What follows belongs to an exercise in optimizing a design on an open flow for a short achievable clock period and few clock cycles; a production flow would make more cautious choices.
Only simulation tests tie the RTL to the original design; equivalence was not proved.

==> inputs of job 2930 <==
// scpu_top
module scpu_top (
    input  logic        clk,
    input  logic        arst_n,
    input  logic [31:0] inst,
    input  logic [63:0] data_in,
    output logic [63:0] pc_out,
    output logic [63:0] addr_out,
    output logic [63:0] data_out,
    output logic        mem_write
);
    localparam int BHT_BITS = 6;
    localparam int BHT_N    = 1 << BHT_BITS;
    logic        d_valid;
    logic [31:0] d_inst;
    logic [63:0] d_pc, d_pc4;
    logic [63:0] d_target;
    logic        d_pred;
    logic [BHT_BITS-1:0] d_bidx;
    logic        x_br;             
    logic [BHT_BITS-1:0] x_bidx;
    logic [63:0] x_alt;            
    logic [63:0] x_a, x_an, x_b, x_s;
    logic        x_fwd_a, x_fwd_b, x_fwd_s;
    logic        x_sub;
    logic [3:0]  x_cs;             
    logic [3:0]  x_sel_add, x_sel_slt, x_sel_sltu;
    logic        x_sel_sll, x_sel_srl, x_sel_sra, x_sel_xor, x_sel_or, x_sel_and;
  ...
==> flow/config.mk <==
export PLATFORM = sky130hd
export DESIGN_NAME = scpu_top
export DESIGN_NICKNAME = scpu_top
export VERILOG_FILES = /design/flow/design.v
export SDC_FILE = /design/flow/constraint.sdc
export NUM_CORES = 4
export LEC_CHECK = 0
export ABC_CLOCK_PERIOD_IN_PS = 2500
export CAP_MARGIN = 20
export CORE_MARGIN = 2
export CORE_UTILIZATION = 35
export PLACE_DENSITY = 0.45
export SETUP_SLACK_MARGIN = 5
export SLEW_MARGIN = 20
export SYNTH_HIERARCHICAL = 1
==> flow/constraint.sdc <==
create_clock -name core_clock -period 9.0 [get_ports {clk}]
set_input_delay 1.8000 -clock core_clock [delete_from_list [all_inputs] [get_ports {clk}]]
set_output_delay 1.8000 -clock core_clock [all_outputs]
set_load 0.01 [all_outputs]
standard.sh (not shown) runs the stock make flow with config.mk's settings and CLKGATE_MAP_FILE= SYNTH_SCRIPT=/design/flow/synth_recipe.tcl, a recipe that flattens the netlist after the stock synthesis.
==> flow/flow/run.sh <==
#!/bin/bash
set -euo pipefail
bash standard.sh ADDER_MAP_FILE= "BUFFER_PORTS_ARGS=-buffer_cell sky130_fd_sc_hd__buf_4" finish > flow_make.log 2>&1
==> job 2171 (differences from job 2930) <==
--- a/flow/design.v
+++ b/flow/design.v
@@ -195,12 +195,13 @@
     logic        x_wen, x_ld, x_st;
     logic [4:0]  x_rd;
     logic [63:0] m_result;
     logic [63:0] m_sd;
     logic        m_we, m_ld, m_wen;
     logic [4:0]  m_rd;
+    logic [31:1] m_wsel;           
     logic [31:1][63:0] regs;      
     logic [31:1] reg_ok;           
     logic [BHT_N-1:0][1:0] bht;
     logic [BHT_N-1:0] bht_v;       
     logic        u_valid, u_taken;   
     logic [BHT_BITS-1:0] u_idx;
@@ -413,32 +414,36 @@
             else if (u_taken && bht[u_idx] != 2'b11)   bht[u_idx] <= bht[u_idx] + 2'd1;
             else if (!u_taken && bht[u_idx] != 2'b00)  bht[u_idx] <= bht[u_idx] - 2'd1;
         end
     end
     always_ff @(posedge clk or negedge arst_n) begin
         if (!arst_n) begin
-            m_we  <= 1'b0;
-            m_ld  <= 1'b0;
-            m_wen <= 1'b0;
+            m_we   <= 1'b0;
+            m_ld   <= 1'b0;
+            m_wen  <= 1'b0;
+            m_wsel <= '0;
         end else begin
             m_we  <= x_st && !redir;
             m_ld  <= x_ld && !redir;
             m_wen <= x_wen && !redir;
+            for (int i = 1; i < 32; i++) m_wsel[i] <= x_wen && !redir && x_rd == 5'(i);
         end
     end
     always_ff @(posedge clk) begin
         m_result <= res;
         m_sd     <= op_s;
         m_rd     <= x_rd;
     end
     assign addr_out  = m_result;
     assign data_out  = m_sd;
     assign mem_write = m_we;
     always_ff @(posedge clk or negedge arst_n) begin
-        if (!arst_n)    reg_ok <= '0;
-        else if (m_wen) reg_ok[m_rd] <= 1'b1;
+        if (!arst_n) reg_ok <= '0;
+        else         reg_ok <= reg_ok | m_wsel;
     end
     always_ff @(posedge clk) begin
-        if (m_wen) regs[m_rd] <= m_val;
+        for (int i = 1; i < 32; i++) begin
+            if (m_wsel[i]) regs[i] <= m_val;
+        end
     end
 endmodule
 `default_nettype wire
CORE_UTILIZATION = 30   (was 35)
==> notes.md <==
Placed design:
- Summed over all nets, the half-perimeter wirelength after detailed placement is 643000 um.

Setup path:
- The top fanout value on the critical path is 19.

Floorplanning:
- The die covers 555000 um^2.

Outcome:
- The run finished with no timing, DRC or antenna violations.

Routing:
- The detailed router put a total of 394000 um of wire on met1.
-- figures above: job 2930

==> notes.md <==
Clock tree:
- No sink is reached through more buffers than the 4 on the longest clock path.

Finish:
- Non-clock inverters in the final layout number 350.

Placed design:
- The half-perimeter wire length of the detailed placement result is 575000 um.

Outcome:
- The flow ran to the end and the layout has no timing, DRC or antenna violations.

Routing:
- For this block, wires on met1 add up to 343000 um.

Setup path:
- Of all nets on the critical path, the largest fanout is 6.

Floorplanning:
- The floorplan die area is 586000 um^2.
-- figures above: job 2171

Testbench counts of job 2930, summed over its fixed seeds: cycles 26,547.
Testbench counts of job 2171, summed over its fixed seeds: cycles 26,547.

[port drivers added, routing unchanged]
Ports are ideal in the flow. The routed layouts listed here were re-timed in OpenROAD.
Step 1 assumes that a clkbuf_16 drives the clock port and a buf_2 every other input.
Step 2, shift: input delay + t, output delay - t, t = (earliest + latest rising clock arrival at the registers) / 2. This alone moves slack from input paths to output paths.
Three values: ideal, step 1, step 2; two values: the first two.
run	shift t [ns]	setup slack, ns	worst data-port slew with drivers (ns)	cell pins on the clock port's net
job 2930	1.137	4.529 / 4.482 / 4.310	0.41	1
job 2171	1.178	4.618 / 4.470 / 4.316	0.09	1
After both steps setup and hold are still met in every run listed. For job 2171, which loses most, drivers alone change the setup slack by -0.148 ns; drivers and shift together by -0.302 ns.
